Context: an optimization exercise on an open-source flow, tuned for small area, a short achievable clock period and few clock cycles. The choices shown serve that exercise and are no tape-out recipe. Function was checked by simulation only, so behaviour that the tests miss may differ from the original. Power is estimated from default activity; no workload was simulated.

--- flow/run.sh ---
#!/bin/bash
# synth_recipe.tcl (not shown) runs the flow's synth.tcl, then flattens the netlist and writes it again
# the make line also repeats each setting of config.mk as NAME=value (left out here)
make -C /OpenROAD-flow-scripts/flow DESIGN_CONFIG=/design/flow/config.mk WORK_HOME=/design/flow/orfs CLKGATE_MAP_FILE= SYNTH_SCRIPT=/design/flow/synth_recipe.tcl finish
--- flow/config.mk ---
export PLATFORM = sky130hd
export DESIGN_NAME = round_filtered_step_chaser_core
export DESIGN_NICKNAME = round_filtered_step_chaser_core
export VERILOG_FILES = /design/flow/design.v
export SDC_FILE = /design/flow/constraint.sdc
export NUM_CORES = 4
export LEC_CHECK = 0
export CAP_MARGIN = 20
export CORE_MARGIN = 2
export CORE_UTILIZATION = 40
export SLEW_MARGIN = 20
--- flow/constraint.sdc ---
create_clock -name core_clock -period 5.0 [get_ports {clk}]
set_input_delay 1.0000 -clock core_clock [delete_from_list [all_inputs] [get_ports {clk}]]
set_output_delay 1.0000 -clock core_clock [all_outputs]
set_load 0.01 [all_outputs]
--- flow/design.v ---
package rfsc_pkg;
	localparam int DUR_W     = 16;
	localparam int LIM_W     = 16;
	localparam int RN_W      = 15;
	localparam int ELAPSED_W = 17;
	localparam int POS_W     = 5;
	localparam int CNT_W     = 5;
	localparam int STEP_W    = 4;
	localparam logic [LIM_W-1:0] NO_LIMIT = '1;
	localparam logic [RN_W-1:0]  RN_TOP   = '1;
	localparam int QUEUE_DEPTH = 2;
	localparam int QPTR_W      = $clog2(QUEUE_DEPTH);
	localparam int QCNT_W      = $clog2(QUEUE_DEPTH + 1);
	typedef enum logic [1:0] {
		OP_TICK  = 2'd0,
		OP_PLAY  = 2'd1,
		OP_STOP  = 2'd2,
		OP_WRITE = 2'd3
	} op_t;
	typedef enum logic [1:0] {
		EV_ACT        = 2'd0,
		EV_DEACT      = 2'd1,
		EV_NONE_FOUND = 2'd2
	} kind_t;
	typedef struct packed {
		logic [DUR_W-1:0] dur;
		logic [LIM_W-1:0] min_r;
		logic [LIM_W-1:0] exact_r;
		logic [LIM_W-1:0] max_r;
		logic [1:0]       flags;    
	} entry_t;
	typedef struct packed {
		op_t               op;
		logic [STEP_W-1:0] index;
		entry_t            entry;
	} cmd_t;
	typedef struct packed {
		kind_t             kind;
		logic [STEP_W-1:0] step;
		logic [RN_W-1:0]   rnum;
		logic              last;
	} result_t;
endpackage
import rfsc_pkg::*;
module rfsc_front #(
	parameter int MAX_STEPS = 16
) (
	input  logic        clk,
	input  logic        arst_n,
	input  logic        s_tvalid,
	output logic        s_tready,
	input  logic [1:0]  s_tuser,
	input  logic [71:0] s_tdata,
	output logic        cmd_valid,
	input  logic        cmd_ready,
	output rfsc_pkg::cmd_t cmd
);
	logic accept;
	logic drop;
	rfsc_pkg::cmd_t dec;
	logic vld_s1;
	rfsc_pkg::cmd_t cmd_s1;
	always_comb begin
		dec.op            = rfsc_pkg::op_t'(s_tuser);
		dec.index         = s_tdata[3:0];
		dec.entry.dur     = s_tdata[19:4];
		dec.entry.min_r   = s_tdata[35:20];
		dec.entry.exact_r = s_tdata[51:36];
		dec.entry.max_r   = s_tdata[67:52];
		dec.entry.flags   = s_tdata[69:68];
	end
	assign drop = (dec.op == OP_WRITE) && (32'(dec.index) >= 32'(MAX_STEPS));
	assign s_tready = !vld_s1 || cmd_ready;
	assign accept   = s_tvalid && s_tready;
	always_ff @(posedge clk or negedge arst_n) begin
		if (!arst_n) begin
			vld_s1 <= 1'b0;
		end else if (accept) begin
			vld_s1 <= !drop;
		end else if (cmd_ready) begin
			vld_s1 <= 1'b0;
		end
	end
	always_ff @(posedge clk) begin
		if (accept) begin
			cmd_s1 <= dec;
		end
	end
	assign cmd_valid = vld_s1;
	assign cmd       = cmd_s1;
endmodule
import rfsc_pkg::*;
module rfsc_queue (
	input  logic clk,
	input  logic arst_n,
	input  logic in_valid,
	output logic in_ready,
	input  rfsc_pkg::cmd_t in_cmd,
	output logic out_valid,
	input  logic out_pop,
	output rfsc_pkg::cmd_t out_cmd
);
	logic [DUR_W+3*LIM_W+STEP_W+3:0] slots [QUEUE_DEPTH];
	logic [QPTR_W-1:0] wr_ptr_q;
	logic [QPTR_W-1:0] rd_ptr_q;
	logic [QCNT_W-1:0] count_q;
	logic              push;
	logic              pop;
	assign in_ready  = count_q != QCNT_W'(QUEUE_DEPTH);
	assign out_valid = count_q != '0;
	assign push      = in_valid && in_ready;
	assign pop       = out_pop && out_valid;
	assign out_cmd   = slots[rd_ptr_q];
	always_ff @(posedge clk or negedge arst_n) begin
		if (!arst_n) begin
			wr_ptr_q <= '0;
			rd_ptr_q <= '0;
			count_q  <= '0;
		end else begin
			if (push) begin
				wr_ptr_q <= (wr_ptr_q == QPTR_W'(QUEUE_DEPTH - 1)) ? '0 : wr_ptr_q + 1'b1;
			end
			if (pop) begin
				rd_ptr_q <= (rd_ptr_q == QPTR_W'(QUEUE_DEPTH - 1)) ? '0 : rd_ptr_q + 1'b1;
			end
			if (push && !pop) begin
				count_q <= count_q + 1'b1;
			end else if (pop && !push) begin
				count_q <= count_q - 1'b1;
			end
		end
	end
	always_ff @(posedge clk) begin
		if (push) begin
			slots[wr_ptr_q] <= in_cmd;
		end
	end
endmodule
import rfsc_pkg::*;
module rfsc_engine #(
	parameter int MAX_STEPS    = 16,
	parameter int SEARCH_LIMIT = 256
) (
	input  logic             clk,
	input  logic             arst_n,
	input  logic             cfg_we,
	input  logic [CNT_W-1:0] cfg_wdata,
	input  logic             cmd_valid,
	output logic             cmd_pop,
	input  rfsc_pkg::cmd_t             cmd,
	output logic             res_valid,
	input  logic             res_ready,
	output rfsc_pkg::result_t          res
);
	localparam int IDX_W = (MAX_STEPS > 1) ? $clog2(MAX_STEPS) : 1;
	localparam int SL_W  = $clog2(SEARCH_LIMIT);
	typedef enum logic [4:0] {
		S_IDLE    = 5'b00001,
		S_TICK_RD = 5'b00010,
		S_STOP_RD = 5'b00100,
		S_SEARCH  = 5'b01000,
		S_EMIT    = 5'b10000
	} state_t;
	typedef struct packed {
		logic [POS_W-1:0] pos;
		logic [RN_W-1:0]  rn;
	} cand_t;
	function automatic logic [POS_W+RN_W-1:0] next_cand(input logic [POS_W-1:0] pos,
		input logic [RN_W-1:0] rn, input logic [CNT_W-1:0] cnt);
		logic [POS_W-1:0] c_pos;
		logic [RN_W-1:0]  c_rn;
		logic [POS_W:0]   p1;
		p1 = {1'b0, pos} + 1'b1;
		c_pos = (p1 >= {1'b0, cnt}) ? '0 : p1[POS_W-1:0];
		c_rn  = ((c_pos == '0) && (rn != RN_TOP)) ? rn + 1'b1 : rn;
		next_cand = {c_pos, c_rn};
	endfunction
	function automatic logic eligible(input rfsc_pkg::entry_t e, input logic [RN_W-1:0] rn);
		logic signed [LIM_W:0] r;
		logic                  ok_min;
		logic                  ok_exact;
		logic                  ok_max;
		r        = $signed({2'b00, rn});
		ok_min   = (e.min_r == NO_LIMIT) || (r >= $signed({e.min_r[LIM_W-1], e.min_r}));
		ok_exact = (e.exact_r == NO_LIMIT) || (r == $signed({e.exact_r[LIM_W-1], e.exact_r}));
		ok_max   = (e.max_r == NO_LIMIT) || (r <= $signed({e.max_r[LIM_W-1], e.max_r}));
		eligible = ok_min && ok_exact && ok_max;
	endfunction
	logic [DUR_W+3*LIM_W+1:0] mem [MAX_STEPS];
	rfsc_pkg::entry_t rd_q;
	logic [IDX_W-1:0] rd_addr;
	logic             mem_we;
	state_t               state_q;
	logic [CNT_W-1:0]     cnt_q;
	logic                 playing_q;
	logic [POS_W-1:0]     cur_q;
	logic [RN_W-1:0]      rn_q;
	logic [ELAPSED_W-1:0] elapsed_q;
	logic [POS_W-1:0]     pos_iss_q;
	logic [RN_W-1:0]      rn_iss_q;
	logic [SL_W-1:0]      chk_q;
	logic [POS_W-1:0]     old_pos_q;
	logic [DUR_W-1:0]     old_dur_q;
	logic [1:0]           old_flags_q;
	logic                 is_tick_q;
	rfsc_pkg::result_t              pend0_q;
	rfsc_pkg::result_t              pend1_q;
	logic [1:0]           pend_n_q;
	logic                 out_vld_q;
	rfsc_pkg::result_t              out_q;
	cand_t   tick_start;
	cand_t   nxt;
	logic    slot_free;
	logic    emit_load;
	logic    hit;
	logic    act_ev;
	logic    deact_ev;
	assign tick_start = next_cand(cur_q, rn_q, cnt_q);
	assign nxt        = next_cand(pos_iss_q, rn_iss_q, cnt_q);
	assign slot_free  = !out_vld_q || res_ready;
	assign emit_load  = (state_q == S_EMIT) && slot_free;
	assign cmd_pop    = (state_q == S_IDLE) && cmd_valid;
	assign mem_we     = cmd_pop && (cmd.op == OP_WRITE);
	assign hit        = eligible(rd_q, rn_iss_q);
	assign act_ev     = rd_q.flags[0];
	assign deact_ev   = is_tick_q && old_flags_q[1];
	always_comb begin
		rd_addr = IDX_W'(cur_q);
		case (state_q)
			S_IDLE: begin
				if (cmd.op == OP_PLAY) begin
					rd_addr = '0;
				end
			end
			S_TICK_RD: rd_addr = IDX_W'(tick_start.pos);
			S_SEARCH:  rd_addr = IDX_W'(nxt.pos);
			default:   rd_addr = IDX_W'(cur_q);
		endcase
	end
	always_ff @(posedge clk) begin
		if (mem_we) begin
			mem[IDX_W'(cmd.index)] <= cmd.entry;
		end
		rd_q <= mem[rd_addr];
	end
	always_ff @(posedge clk or negedge arst_n) begin
		if (!arst_n) begin
			cnt_q <= CNT_W'(1);
		end else if (cfg_we) begin
			if (cfg_wdata == '0) begin
				cnt_q <= CNT_W'(1);
			end else if (32'(cfg_wdata) > 32'(MAX_STEPS)) begin
				cnt_q <= CNT_W'(MAX_STEPS);
			end else begin
				cnt_q <= cfg_wdata;
			end
		end
	end
	always_ff @(posedge clk or negedge arst_n) begin
		if (!arst_n) begin
			out_vld_q <= 1'b0;
		end else if (emit_load) begin
			out_vld_q <= 1'b1;
		end else if (res_ready) begin
			out_vld_q <= 1'b0;
		end
	end
	always_ff @(posedge clk) begin
		if (emit_load) begin
			out_q <= pend0_q;
		end
	end
	always_ff @(posedge clk or negedge arst_n) begin
		if (!arst_n) begin
			state_q     <= S_IDLE;
			playing_q   <= 1'b0;
			cur_q       <= '0;
			rn_q        <= '0;
			elapsed_q   <= '0;
			pos_iss_q   <= '0;
			rn_iss_q    <= '0;
			chk_q       <= '0;
			old_pos_q   <= '0;
			old_dur_q   <= '0;
			old_flags_q <= '0;
			is_tick_q   <= 1'b0;
			pend0_q     <= '0;
			pend1_q     <= '0;
			pend_n_q    <= '0;
		end else begin
			case (state_q)
				S_IDLE: begin
					if (cmd_valid) begin
						case (cmd.op)
							OP_PLAY: begin
								if (!playing_q) begin
									playing_q <= 1'b1;
									rn_q      <= '0;
									elapsed_q <= '0;
									cur_q     <= '0;
									pos_iss_q <= '0;
									rn_iss_q  <= RN_W'(1);
									chk_q     <= '0;
									is_tick_q <= 1'b0;
									state_q   <= S_SEARCH;
								end
							end
							OP_STOP: begin
								if (playing_q) begin
									playing_q <= 1'b0;
									state_q   <= S_STOP_RD;
								end
							end
							OP_TICK: begin
								if (playing_q) begin
									if (elapsed_q != '1) begin
										elapsed_q <= elapsed_q + 1'b1;
									end
									state_q <= S_TICK_RD;
								end
							end
							default: ;
						endcase
					end
				end
				S_TICK_RD: begin
					if (elapsed_q > {1'b0, rd_q.dur}) begin
						old_pos_q   <= cur_q;
						old_dur_q   <= rd_q.dur;
						old_flags_q <= rd_q.flags;
						is_tick_q   <= 1'b1;
						pos_iss_q   <= tick_start.pos;
						rn_iss_q    <= tick_start.rn;
						chk_q       <= '0;
						state_q     <= S_SEARCH;
					end else begin
						state_q <= S_IDLE;
					end
				end
				S_STOP_RD: begin
					if (rd_q.flags[1]) begin
						pend0_q  <= {EV_DEACT, cur_q[STEP_W-1:0], rn_q, 1'b1};
						pend_n_q <= 2'd1;
						state_q  <= S_EMIT;
					end else begin
						state_q <= S_IDLE;
					end
				end
				S_SEARCH: begin
					if (hit) begin
						cur_q <= pos_iss_q;
						rn_q  <= rn_iss_q;
						if (is_tick_q) begin
							elapsed_q <= elapsed_q - {1'b0, old_dur_q};
						end
						if (act_ev) begin
							pend0_q <= {EV_ACT, pos_iss_q[STEP_W-1:0], rn_iss_q, !deact_ev};
						end else begin
							pend0_q <= {EV_DEACT, old_pos_q[STEP_W-1:0], rn_iss_q, 1'b1};
						end
						pend1_q  <= {EV_DEACT, old_pos_q[STEP_W-1:0], rn_iss_q, 1'b1};
						pend_n_q <= {1'b0, act_ev} + {1'b0, deact_ev};
						state_q  <= (act_ev || deact_ev) ? S_EMIT : S_IDLE;
					end else if (chk_q == SL_W'(SEARCH_LIMIT - 1)) begin
						cur_q     <= pos_iss_q;
						rn_q      <= rn_iss_q;
						playing_q <= 1'b0;
						pend0_q   <= {EV_NONE_FOUND, pos_iss_q[STEP_W-1:0], rn_iss_q, 1'b1};
						pend_n_q  <= 2'd1;
						state_q   <= S_EMIT;
					end else begin
						pos_iss_q <= nxt.pos;
						rn_iss_q  <= nxt.rn;
						chk_q     <= chk_q + 1'b1;
					end
				end
				S_EMIT: begin
					if (slot_free) begin
						pend0_q  <= pend1_q;
						pend_n_q <= pend_n_q - 1'b1;
						if (pend_n_q == 2'd1) begin
							state_q <= S_IDLE;
						end
					end
				end
				default: state_q <= S_IDLE;
			endcase
		end
	end
	assign res_valid = out_vld_q;
	assign res       = out_q;
endmodule
import rfsc_pkg::*;
module round_filtered_step_chaser_core #(
	parameter int MAX_STEPS    = 16,
	parameter int SEARCH_LIMIT = 256
) (
	input  logic             clk,
	input  logic             arst_n,
	input  logic             cfg_we,
	input  logic [CNT_W-1:0] cfg_wdata,       
	input  logic             s_tvalid,
	output logic             s_tready,
	input  logic [1:0]       s_tuser,         
	input  logic [71:0]      s_tdata,
	output logic             m_tvalid,
	input  logic             m_tready,
	output logic [1:0]       m_tuser,         
	output logic [23:0]      m_tdata,         
	output logic             m_tlast
);
	logic    fr_valid;
	logic    fr_ready;
	rfsc_pkg::cmd_t    fr_cmd;
	logic    q_valid;
	logic    q_pop;
	rfsc_pkg::cmd_t    q_cmd;
	rfsc_pkg::result_t res;
	rfsc_front #(
		.MAX_STEPS(MAX_STEPS)
	) u_front (
		.clk       (clk),
		.arst_n    (arst_n),
		.s_tvalid  (s_tvalid),
		.s_tready  (s_tready),
		.s_tuser   (s_tuser),
		.s_tdata   (s_tdata),
		.cmd_valid (fr_valid),
		.cmd_ready (fr_ready),
		.cmd       (fr_cmd)
	);
	rfsc_queue u_queue (
		.clk       (clk),
		.arst_n    (arst_n),
		.in_valid  (fr_valid),
		.in_ready  (fr_ready),
		.in_cmd    (fr_cmd),
		.out_valid (q_valid),
		.out_pop   (q_pop),
		.out_cmd   (q_cmd)
	);
	rfsc_engine #(
		.MAX_STEPS    (MAX_STEPS),
		.SEARCH_LIMIT (SEARCH_LIMIT)
	) u_engine (
		.clk       (clk),
		.arst_n    (arst_n),
		.cfg_we    (cfg_we),
		.cfg_wdata (cfg_wdata),
		.cmd_valid (q_valid),
		.cmd_pop   (q_pop),
		.cmd       (q_cmd),
		.res_valid (m_tvalid),
		.res_ready (m_tready),
		.res       (res)
	);
	assign m_tuser = res.kind;
	assign m_tdata = {5'b0, res.rnum, res.step};
	assign m_tlast = res.last;
endmodule
==> impl_metrics.csv <==
group,metric,value,unit
status,status,"timing/DRC/antenna clean",
routing,dr_total_vias,38000,
placed_design,dpl.hpwl,90000,um
placed_design,io_buffers,105,
timing,tightest_slew,1.03,ns
yosys,synthFlopType,"edfxtp_1",
floorplanning,die_h,396,um
grt,grt_overflow,0,
clocking,cts_hold_buf,0,
yosys,synth_edf_count,1294,
cells_and_area,fin_nets,4645,
timing,hold_viol_final,0,
timing,rsz0062_at_grt,"no",
floorplanning,ios,113,
worst_setup_path,required,5.71,ns
timing,finalSetupViolCount,0,
power_and_ir_drop,power.density,537,mW/mm^2
grt,grt_usage,20.6,%
timing,clock.fmax,224,MHz
placed_design,placed_area,0.0653,mm^2
placed_design,dp_cells,6343,
routing,wl,163000,um
yosys,syn_inst,4386,
clocking,tritoncts,"done",
timing,fin_skew,0.0496,ns
clocking,clock_latency,0.81,ns
yosys,syn_avg_cell_area,14.0,um^2
cells_and_area,design_area,0.0706,mm^2
timing,finalSetupTns,0,ns
cells_and_area,num-fill-cells,13200,
floorplanning,core,0.152,mm^2
worst_setup_path,arrival,5.17,ns
grt,grt_pass1_wl,241000,um
timing,finalCriticalPeriod,4.46,ns
hold_path,holdCritPathClass,"input port to async pin",
power_and_ir_drop,peakVddDrop,0.405,mV
routing,drtAntennaViolNets,0,
worst_setup_path,cp_cell_sequence,"ha_1 -> nand3_1 -> xor2_1 -> inv_1 -> ha_1 -> o21a_1 -> a221oi_4 -> nand3b_1 -> buf_4 -> buf_12 -> buf_16 -> and3_1 -> a211oi_1 -> o21ai_0 -> and4b_1",
placed_design,globalplace.congestion,0.838,
yosys,ys_types,97,
routing,post-route-drc-count,0,
worst_setup_path,crit_type,"register to register",
routing,first_iter_violations,3941,
yosys,synth-async-reset-ratio,9.81,%
run,maxCapViolCount,0,
floorplanning,rows,143,
power_and_ir_drop,p_leak,24.7,nW
routing,via_per_inst,5.73,
worst_setup_path,cp-start-kind,"register",
timing,slew_violations,0,
yosys,syn_area,0.0614,mm^2
floorplanning,fp.dieW,396,um
routing,wl_per_cell,24.6,um
cells_and_area,area_delta_synth_final,14.8,%
clocking,cts_max_level,4,
clocking,clock-sinks,1508,
routing,dr.pass1.iters,6,
worst_setup_path,cp_slowest_stage_delay,0.49,ns
yosys,synth.yosys.seq_area_share,71.4,%
clocking,cts_resized,0,
clocking,path_clk_slew,0.06,ns
grt,grt_pass1_vias,37300,
clocking,root_buffer,"clkbuf_16",
cells_and_area,final_cells,6634,
timing,post-route-period-util,89.3,%
clocking,post_cts.repair.setup_buffers,0,
clocking,clockBufferDepth,3,
worst_setup_path,cpMaxStageDelayCell,"nand3b_1",
timing,max_slew_margin,31.0,%
grt,antenna_found_initial,2,
cells_and_area,drive_gt1_share,11.6,%
grt,grt_max_degree,219,
worst_setup_path,cpMostUsedCell,"ha_1",
yosys,ys_warn_count,3,
worst_setup_path,end_kind,"register",
floorplanning,dieArea,0.157,mm^2
clocking,numCtsBuffers,157,
yosys,ys_ff_latch,1508,
power_and_ir_drop,totalPowerFinal,0.0379,W
worst_setup_path,crit_fanout,116,
floorplanning,initial_core_util,40.4,%
-- critical path, delay by kind of cell (launching register included) --
kind	cells	cell delay [ns]
flops	1	0.44
fa+ha+maj	2	0.53
xor+xnor	1	0.19
simple gates	4	1.08
compound gates	4	0.97
buf+inv	4	0.95
-- sequential cells by signal, summed over array words and instances, names as in the netlist, 2 cells and up --
name and flops:
u_engine.pos_iss_q 5, u_engine.pend1_q 20, u_engine.chk_q 8, u_engine.cnt_q 5, u_engine.mem 1056, u_queue.count_q 2, u_engine.state_q 5, u_queue.slots 144
u_engine.old_pos_q 4, u_engine.old_dur_q 16, u_front.cmd_s1 72, u_engine.rn_q 15, u_engine.rd_q 66, u_engine.pend0_q 22, u_engine.rn_iss_q 15, u_engine.out_q 22
u_engine.cur_q 5, u_engine.elapsed_q 17, u_engine.pend_n_q 2
-- layout by cell type (no fill, tap or decap), drive strengths merged, types with 22 or more instances in the layout --
master,Yosys,final
and3,102,102
xor2,22,22
dfrtp,146,146
nand3,294,294
a32o,40,40
o21ai,369,369
ha,87,87
dfxtp,66,66
nand2,470,470
a21oi,67,67
and4b,37,37
o2111ai,37,37
inv,107,112
a211oi,89,89
clkbuf,180,210
xnor2,25,25
clkinv,0,59
nor3,43,43
clkdlybuf4s50,0,104
mux2i,98,98
mux2,117,117
edfxtp,1294,1294
buf,113,113
nand4,228,228
nor2,97,97
a32oi,45,45
-- through the flow --
stage	hold slack [ns]	util, %	worst slack, ns
finish	0.314	46.3	0.535
global route	0.363	46.3	0.286
CTS	0.301	46.3	0.691
detailed placement	0.430	42.9	0.719
global placement	0.425	42.9	0.704
floorplan	0.421	-	0.242
-- path summary, 6_finish.rpt --
| kind | from | cells after the start | to | slack (ns) |
|---|---|---|---|---|
| min | arst_n | 1 | u_engine.chk_q[1] | 0.31 |
| max in group asynchronous | arst_n | 2 | u_engine.old_dur_q[13] | 3.69 |
| max | u_engine.pos_iss_q[1] | 15 | u_engine.rd_q[60] | 0.54 |
| min reg2reg | u_front.cmd_s1[35] | 0 | u_queue.slots[1][35] | 0.44 |
| min in group core_clock | u_front.cmd_s1[35] | 0 | u_queue.slots[1][35] | 0.44 |
| max reg2reg | u_engine.pos_iss_q[1] | 15 | u_engine.rd_q[60] | 0.54 |
-- metal layers --
| layer | global-route usage [%] | part of all wire, % | wire length (um) | up-vias |
|---|---|---|---|---|
| li1 | - | - | - | 17100 |
| met1 | 28.4 | 42 | 69300 | 19100 |
| met2 | 32.8 | 47 | 76500 | 1554 |
| met3 | 3.22 | 7.6 | 12300 | 302 |
| met4 | 7.71 | 3.1 | 5120 | 0 |
| met5 | 0 | 0 | 0 | - |
-- cells in the mapped netlist (14+ instances only) --
cell type  instances  area, um^2
a211oi_1          86         646
a21o_1            16         120
a21oi_1           66         330
a32o_1            39         390
a32oi_1           44         385
and2_1            14        87.6
and3_1           101         632
and4_1            14         123
and4b_1           37         370
buf_1             20        75.1
buf_2             72         360
buf_4             15         113
clkbuf_1         180         676
dfrtp_1          146        3650
dfxtp_1           66        1320
edfxtp_1        1294       38900
ha_1              87        1090
inv_1            107         402
mux2_2           107        1200
mux2i_1           98         981
nand2_1          468        1760
nand3_1          293        1470
nand4_1          228        1430
nor2_1            94         353
nor3_1            29         145
nor4_1            16         100
o2111ai_1         37         324
o21ai_0          351        1760
o21ai_1           18        90.1
o31ai_1           18         135
xnor2_1           25         219
xor2_1            22         193
-- where the power goes --
part	internal [W]	leakage [nW]	total, W	switching (W)
Clock	0.00669	2.53	0.0117	0.00496
Sequential	0.0163	14.3	0.0171	0.000819
Combinational	0.00280	7.83	0.00916	0.00636
-- final cells by class --
| class | instances | area (um^2) | area share, % |
|---|---|---|---|
| clock inverter | 78 | 868 | 1.23 |
| sequential | 1508 | 43900 | 62.2 |
| multi-input combinational | 2482 | 16100 | 22.8 |
| inverter | 107 | 402 | 0.569 |
| timing repair buffer | 217 | 2410 | 3.42 |
| tap | 2030 | 2540 | 3.60 |
| clock buffer | 210 | 4320 | 6.12 |
| antenna | 2 | 5.00 | 0.00709 |
-- cell families after synthesis --
logic type / after synthesis / synth area share (%)
XOR/XNOR: 47 / 0.670
other: 1 / 0.00610
buffers and inverters: 400 / 2.76
flip-flops: 1508 / 71.4
AND/OR/NAND/NOR: 1370 / 11.6
AO/OA/AOI/OAI: 757 / 8.03
multiplexers: 215 / 3.74
adder cells (fa/ha/maj): 88 / 1.80
Testbench counts, summed over its fixed seeds: cycles 22,773.

-- separate check: timing with driven ports --
In the flow no input, the clock included, has a driving cell. The finished layout below was timed again as built, in two steps.
Step 1 assumes that a clkbuf_16 drives the clock port and a buf_2 every other input.
Step 2 also shifts input and output timing later by t, the mid clock arrival at the registers, as if the neighbouring blocks saw the same clock.
Slacks: no drivers / after step 1 / after step 2; pairs: no drivers / after step 1.
shift t [ns]: 0.866
slack for setup (ns): 0.535 / 0.535 / 0.535
worst setup path at the end: register to register
latest minus earliest clock arrival (ns): 0.050 / 0.050
slew at the worst register clock pin (ns): 0.06 / 0.06
After both steps setup and hold are still met in this run. For this run, drivers alone change the setup slack by 0.000 ns; drivers and shift together by 0.000 ns.
